Context: an optimization exercise on an open-source flow, tuned for small area and a short achievable clock period. The choices shown serve that exercise and are no tape-out recipe. The RTL was checked by simulation tests, not by an equivalence proof against the original design. Power is estimated from default activity; no workload was simulated.

== north ==
// gshare_fetch_predictor
module gshare_fetch_predictor #(
    parameter int          HIST_BITS = 5,
    parameter logic [31:0] RESET_PC  = 32'h0000_0000
) (
    input  logic                 clk,
    input  logic                 Reset,
    input  logic                 PC_write,
    input  logic [31:0]          imem_inst,
    output logic [31:0]          pc_out,
    output logic [31:0]          IF_inst,
    output logic [31:0]          nextPC,
    output logic                 prediction,
    output logic [31:0]          branch_target,
    output logic [31:0]          updated_pc_IF,
    output logic [HIST_BITS-1:0] GHPT_index_IF,
    output logic [HIST_BITS-1:0] GHR_IF,
    output logic [HIST_BITS-1:0] G_BTB_index_IF,
    input  logic                 ex_valid,
    input  logic                 ex_taken,
    input  logic [31:0]          ex_target,
    input  logic [31:0]          ex_pc,
    input  logic [HIST_BITS-1:0] ex_GHPT_index,
    input  logic [HIST_BITS-1:0] ex_G_BTB_index,
    input  logic [HIST_BITS-1:0] ex_GHR,
    input  logic                 ex_mispredict,
    input  logic [31:0]          ex_correct_pc
);
export LEC_CHECK = 0
export CAP_MARGIN = 10
export CORE_MARGIN = 2
export CORE_UTILIZATION = 40
export CTS_CLUSTER_DIAMETER = 80
export CTS_CLUSTER_SIZE = 24
export SETUP_SLACK_MARGIN = 3.0
export SLEW_MARGIN = 10
export SYNTH_HIERARCHICAL = 1
export TNS_END_PERCENT = 5
create_clock -name core_clock -period 6.5 [get_ports {clk}]
standard.sh (not shown) runs the stock make flow with config.mk's settings and CLKGATE_MAP_FILE= SYNTH_SCRIPT=/design/flow/synth_recipe.tcl, a recipe that flattens the netlist after the stock synthesis.
==> flow/flow/run.sh <==
#!/bin/bash
# Standard layout, with the port buffers made from buf_2 instead of the
# default delay-buffer cell. Each make step logs under orfs/logs; the make
# output as a whole goes to standard.log in the work folder.
set -euo pipefail
export BUFFER_PORTS_ARGS="-buffer_cell sky130_fd_sc_hd__buf_2"
bash standard.sh > standard.log 2>&1
north | stages: all done | timing, DRC, antenna: all pass
For south, these inputs were changed with respect to north:
# north
export LEC_CHECK = 0
export CAP_MARGIN = 10
export CORE_MARGIN = 2
export CORE_UTILIZATION = 40
export CTS_CLUSTER_DIAMETER = 80
export CTS_CLUSTER_SIZE = 24
export SETUP_SLACK_MARGIN = 3.0
export SLEW_MARGIN = 10
export SYNTH_HIERARCHICAL = 1
export TNS_END_PERCENT = 5
create_clock -name core_clock -period 6.5 [get_ports {clk}]
# south
export LEC_CHECK = 0
export CAP_MARGIN = 0
export CORE_MARGIN = 2
export CORE_UTILIZATION = 40
export CTS_CLUSTER_DIAMETER = 80
export CTS_CLUSTER_SIZE = 24
export SETUP_SLACK_MARGIN = 3.0
export SLEW_MARGIN = 0
export SYNTH_HIERARCHICAL = 1
export TNS_END_PERCENT = 5
create_clock -name core_clock -period 6.5 [get_ports {clk}]
- Diff north -> south: net switching power figure has remained practically unchanged; biggest fanout along the worst timing path held; final cell count without fillers closely matched the old numbers; aggregate routed wire length essentially unchanged; share of total power in sequential cells roughly the same.
- Summary of south over north: area added between synthesis and finish level; time the worst path needs with I/O delays and setup went up 17 ps; worst setup slack went down by 17 ps; number of non-clock inverters essentially unchanged; worst hold slack now sits at about the same level.
Here is what was changed in the inputs of east compared with south.
# south
export LEC_CHECK = 0
export CAP_MARGIN = 0
export CORE_MARGIN = 2
export CORE_UTILIZATION = 40
export CTS_CLUSTER_DIAMETER = 80
export CTS_CLUSTER_SIZE = 24
export SETUP_SLACK_MARGIN = 3.0
export SLEW_MARGIN = 0
export SYNTH_HIERARCHICAL = 1
export TNS_END_PERCENT = 5
create_clock -name core_clock -period 6.5 [get_ports {clk}]
# east
export LEC_CHECK = 0
export CAP_MARGIN = 20
export CORE_MARGIN = 2
export CORE_UTILIZATION = 40
export CTS_CLUSTER_DIAMETER = 80
export CTS_CLUSTER_SIZE = 24
export SETUP_SLACK_MARGIN = 3.0
export SLEW_MARGIN = 20
export SYNTH_HIERARCHICAL = 1
export TNS_END_PERCENT = 5
create_clock -name core_clock -period 6.5 [get_ports {clk}]
### Flow results
The count of nets after finishing of east exceeds that of south by 19.
[compare] base=south new=east: layout overhead on the synthesized area went up; post-layout instance area higher; share of final-layout standard cells stronger than drive strength 1 has increased.
Of east and south, south shows the higher clock period minus worst slack, with east below it.
Sort east and south by net switching component of the power asc -> top: east
Fmax: east higher than south
The inputs of west differ from those of east as listed below.
# east
export LEC_CHECK = 0
export CAP_MARGIN = 20
export CORE_MARGIN = 2
export CORE_UTILIZATION = 40
export CTS_CLUSTER_DIAMETER = 80
export CTS_CLUSTER_SIZE = 24
export SETUP_SLACK_MARGIN = 3.0
export SLEW_MARGIN = 20
export SYNTH_HIERARCHICAL = 1
export TNS_END_PERCENT = 5
create_clock -name core_clock -period 6.5 [get_ports {clk}]
# west
export LEC_CHECK = 0
export CAP_MARGIN = 20
export CORE_MARGIN = 2
export CORE_UTILIZATION = 45
export CTS_CLUSTER_DIAMETER = 80
export CTS_CLUSTER_SIZE = 24
export SETUP_SLACK_MARGIN = 3.0
export SLEW_MARGIN = 20
export SYNTH_HIERARCHICAL = 1
export TNS_END_PERCENT = 5
create_clock -name core_clock -period 6.5 [get_ports {clk}]
[summary]
For the detailed-route wire length on metal 1, west came in about 0.7% lower than east did.
Any difference in clock latency reported for the late side of the worst-skew pair between west and east is small enough to ignore.
Compared with east, west shows a violation count after the first detailed-routing iteration that is about 17% higher.
Final instance area (west over east): decrease, about 0.6%
Taking east as the reference, in west reported leakage power essentially unchanged; ratio of total power to cell area essentially unchanged; largest net degree at the start of global routing decreased 33%.
Compared with east, west shows count of clock-buffer cells in the layout that has gone up by a few percent.
Relative to east, the area of the core measured on west has decreased by more than 10%.
Fraction of area in registers for west is higher than for east.
[inputs] middle vs west
# west
export LEC_CHECK = 0
export CAP_MARGIN = 20
export CORE_MARGIN = 2
export CORE_UTILIZATION = 45
export CTS_CLUSTER_DIAMETER = 80
export CTS_CLUSTER_SIZE = 24
export SETUP_SLACK_MARGIN = 3.0
export SLEW_MARGIN = 20
export SYNTH_HIERARCHICAL = 1
export TNS_END_PERCENT = 5
create_clock -name core_clock -period 6.5 [get_ports {clk}]
# middle
export LEC_CHECK = 0
export CAP_MARGIN = 10
export CORE_MARGIN = 2
export CORE_UTILIZATION = 40
export CTS_CLUSTER_DIAMETER = 80
export CTS_CLUSTER_SIZE = 24
export SETUP_SLACK_MARGIN = 3.0
export SLEW_MARGIN = 10
export SYNTH_HIERARCHICAL = 1
export TNS_END_PERCENT = 15
create_clock -name core_clock -period 6.5 [get_ports {clk}]
==> summary.txt <==
- Having completed the whole flow, middle delivered a layout that passed the timing, design-rule and antenna checks.
- Delta (middle minus west): register-to-register path setup slack up 70 ps; timing-limited maximum frequency grew by 2.5%; wire length on met3 has decreased; overall power consumption has increased; power share of the sequential group held steady.
- For cell area, west and middle come out practically identical.
- On wire length of the first global-routing pass, middle does worse than west.
- Utilization came out lower on middle than on west.
- Compared with west, in middle via count decreased about 0.6%, routed wire length stayed essentially flat.

afterwards: timing with drivers on the ports:
Ports are ideal in the flow. The routed layouts listed here were re-timed in OpenROAD.
Step 1: set_driving_cell puts a clkbuf_16 on clk and a buf_2 on each other input, an assumption about the parent block.
Step 2, shift: input delay + t, output delay - t, t = (earliest + latest rising clock arrival at the registers) / 2. This alone moves slack from input paths to output paths.
Three values: ideal, step 1, step 2; two values: the first two.
| run | t, ns | setup slack, ns | hold WS [ns] | latest minus earliest clock arrival (ns) |
|---|---|---|---|---|
| north | 0.835 | 2.794 / 2.753 / 1.918 | 0.477 / 0.477 / 0.477 | 0.058 / 0.058 |
| south | 0.830 | 2.778 / 2.758 / 1.928 | 0.477 / 0.477 / 0.477 | 0.053 / 0.053 |
| east | 0.838 | 2.801 / 2.756 / 1.982 | 0.474 / 0.474 / 0.474 | 0.050 / 0.051 |
| west | 0.835 | 2.702 / 2.668 / 1.833 | 0.474 / 0.474 / 0.474 | 0.035 / 0.035 |
| middle | 0.835 | 2.794 / 2.753 / 1.918 | 0.477 / 0.477 / 0.477 | 0.058 / 0.058 |
After both steps setup and hold are still met in every run listed.
